Context: an optimization exercise on an open-source flow, tuned for small area. The choices shown serve that exercise and are no tape-out recipe. Function was checked by simulation only, so behaviour that the tests miss may differ from the original.

## rev 12
==> module csr_counters, before the edit <==
module csr_counters (
  input  logic                      clk,
  input  logic                      live,
  input  csr_pkg::csr_wr_t          csr_wr,
  input  logic                      retire,
  output logic [csr_pkg::cnt_w-1:0] cycle,
  output logic [csr_pkg::cnt_w-1:0] instret
);
  localparam int lo = csr_pkg::xlen;
  logic [csr_pkg::cnt_w-1:0] count [2];   
  logic [1:0]                step;
  assign step    = {retire, 1'b1};        
  assign cycle   = count[0];
  assign instret = count[1];
  for (genvar i = 0; i < 2; i++) begin : g_count
    localparam csr_pkg::csr_addr_e lo_addr =
      (i == 0) ? csr_pkg::addr_mcycle : csr_pkg::addr_minstret;
    localparam csr_pkg::csr_addr_e hi_addr =
      (i == 0) ? csr_pkg::addr_mcycleh : csr_pkg::addr_minstreth;
    logic                      wr_lo;
    logic                      wr_hi;
    logic [csr_pkg::cnt_w-1:0] inc;
    logic [csr_pkg::cnt_w-1:0] carry;
    logic [csr_pkg::cnt_w-1:0] wr_mask;
    logic [csr_pkg::cnt_w-1:0] inc_mask;
    assign wr_lo = csr_wr.wen && (csr_wr.addr == lo_addr);
    assign wr_hi = csr_wr.wen && (csr_wr.addr == hi_addr);
    localparam int blk  = 8;
    localparam int nblk = csr_pkg::cnt_w / blk;
    logic           cin;
    logic [nblk-1:0] ones;       
    logic [nblk:0]   ones_pre;   
    assign cin         = step[i] && !wr_lo && !wr_hi;
    assign ones_pre[0] = 1'b1;
    for (genvar k = 0; k < nblk; k++) begin : g_blk
      assign ones[k]       = &count[i][k*blk +: blk];
      assign ones_pre[k+1] = ones_pre[k] & ones[k];
      assign carry[k*blk]  = cin & ones_pre[k];
      for (genvar j = 0; j < blk; j++) begin : g_bit
        localparam int b = k*blk + j;
        if (b == 0) begin : g_b0
          assign inc[b] = (live & count[i][b]) ^ carry[b];
        end else begin : g_bn
          assign inc[b] = count[i][b] ^ carry[b];
        end
        if (j < blk-1) begin : g_c
          assign carry[b+1] = carry[b] & count[i][b];
        end
      end
    end
    assign wr_mask  = {{lo{wr_hi}}, {lo{wr_lo}}};
    assign inc_mask = {{lo{live && !wr_hi}}, {(lo-1){live && !wr_lo}}, !wr_lo};
    always_ff @(posedge clk) begin
      count[i] <= (wr_mask & {2{csr_wr.data}}) | (inc_mask & inc);
    end
  end
endmodule
==> flow/config.mk <==
export PLATFORM = sky130hd
export DESIGN_NAME = csr_file_top
export DESIGN_NICKNAME = csr_file_top
export VERILOG_FILES = /design/flow/design.v
export SDC_FILE = /design/flow/constraint.sdc
export NUM_CORES = 4
export LEC_CHECK = 0
export CAP_MARGIN = 20
export CORE_MARGIN = 2
export CORE_UTILIZATION = 65
export CTS_BUF_LIST = sky130_fd_sc_hd__clkbuf_16
export CTS_CLUSTER_DIAMETER = 80
export CTS_CLUSTER_SIZE = 25
export SLEW_MARGIN = 20
export BUFFER_PORTS_ARGS = -buffer_cell sky130_fd_sc_hd__buf_1
==> flow/constraint.sdc <==
create_clock -name core_clock -period 7.0 [get_ports {clk}]
set_input_delay 1.4000 -clock core_clock [delete_from_list [all_inputs] [get_ports {clk}]]
set_output_delay 1.4000 -clock core_clock [all_outputs]
set_load 0.01 [all_outputs]
standard.sh (not shown) runs the stock make flow with config.mk's settings and CLKGATE_MAP_FILE= SYNTH_SCRIPT=/design/flow/synth_recipe.tcl, a recipe that flattens the netlist after the stock synthesis.
==> flow/flow/run.sh <==
#!/bin/bash
# The standard layout (standard.sh) with two changes:
#  - synthesis maps the logic with an area-oriented ABC script (flow/synth_area.tcl);
#    the flip-flops and their names are the standard synthesis's;
#  - the port buffers that global placement adds to every input and output are the
#    smallest buffer cell instead of the clkdlybuf4s50_1 that buffer_ports picks.
# Each tool's full output is in orfs/logs/; make's own output is in flow_make.log.
set -euo pipefail
here=$(pwd)
echo 'export BUFFER_PORTS_ARGS = -buffer_cell sky130_fd_sc_hd__buf_1' >> config.mk
sed "s#SYNTH_SCRIPT=[^ ]*#SYNTH_SCRIPT=$here/flow/synth_area.tcl#" standard.sh > area_standard.sh
grep -q "SYNTH_SCRIPT=$here/flow/synth_area.tcl" area_standard.sh
bash area_standard.sh > flow_make.log 2>&1
==> flow/flow/abc_area.script <==
&get -n
&st
&dc2
&st
&dch
&nf -R 1000 -E 100 -C 32 -F 8
&put
==> flow/flow/synth_area.tcl <==
# The standard synthesis script (synth_recipe.tcl), with one change: ABC maps the
# logic with flow/abc_area.script, an area-oriented mapping, instead of ORFS's speed
# script, and the adders are left to ABC rather than mapped to half/full adder cells
# first (ADDER_MAP_FILE unset). Everything else, flip-flop mapping included, is the
# standard synthesis.
set area_script [file join [file dirname [file normalize [info script]]] abc_area.script]
proc synth {args} { yosys synth -nofsm -noshare {*}$args }
proc abc {args} {
  set i [lsearch -exact $args -script]
  if {$i >= 0} {
    set args [lreplace $args [expr {$i+1}] [expr {$i+1}] $::area_script]
  }
  yosys abc {*}$args
}
if {[info exists ::env(ADDER_MAP_FILE)]} { unset ::env(ADDER_MAP_FILE) }
source $::env(SCRIPTS_DIR)/synth.tcl
# left out here: clear keep_hierarchy, flatten, clean up, hide names made inside functions, write 1_2_yosys.v
Relative to rev 12, the following input files were edited for rev 13:
-- flow/design.v --
<<< rev 12, line 248
    assign wr_lo = csr_wr.wen && (csr_wr.addr == lo_addr);
    assign wr_hi = csr_wr.wen && (csr_wr.addr == hi_addr);
    localparam int blk  = 8;
    localparam int nblk = csr_pkg::cnt_w / blk;
    logic           cin;
>>> rev 13, line 248
    assign wr_lo = csr_wr.wen && (csr_wr.addr == lo_addr);
    assign wr_hi = csr_wr.wen && (csr_wr.addr == hi_addr);
    localparam int blk  = 4;
    localparam int nblk = csr_pkg::cnt_w / blk;
    logic           cin;
[summary]
Rev 13: PASS, flow complete, no timing, DRC or antenna violations. On final worst-path setup slack, rev 12 loses to rev 13. Instance count of the mapped netlist in rev 13 vs rev 12: down 7. Against rev 12, total number of vias in rev 13 rose by a few percent. Side by side, synthesis-to-finish area growth turned out higher in rev 13 than in rev 12. Changes observed in rev 13 relative to rev 12: sequential share of cell area shows an increase of 0.67 points, first-pass GRT wire length went up, clock tree cell share of total cell area fell by 0.42 points. NOTE: synthesized area in rev 13 falls short of that of rev 12.

what the ideal ports hide:
In the flow no input, the clock included, has a driving cell. The finished layouts below were timed again as built, in two steps.
Step 1 (the two cells are an assumption about what drives the block):
set clk [get_ports {clk}]
set_driving_cell -lib_cell sky130_fd_sc_hd__clkbuf_16 $clk
set_driving_cell -lib_cell sky130_fd_sc_hd__buf_2 [delete_from_list [all_inputs] $clk]
Step 2 moves the port delays by t, midway between the first and last clock arrival at a register: inputs arrive t later, outputs are due t later. That takes back most of the time a late clock gives input paths.
Three values: ideal, step 1, step 2; two values: the first two.
run | t (ns) | setup slack, ns | latest minus earliest clock arrival (ns) | cell pins on the clock port's net
rev 12 | 0.555 | 0.370 / 0.399 / -0.156 | 0.026 / 0.026 | 1
rev 13 | 0.551 | 0.516 / 0.540 / -0.011 | 0.018 / 0.018 | 1
With both steps, setup timing fails in rev 12 and rev 13, where it was met with ideal ports. For rev 13, which loses most, drivers alone change the setup slack by +0.024 ns; drivers and shift together by -0.527 ns.
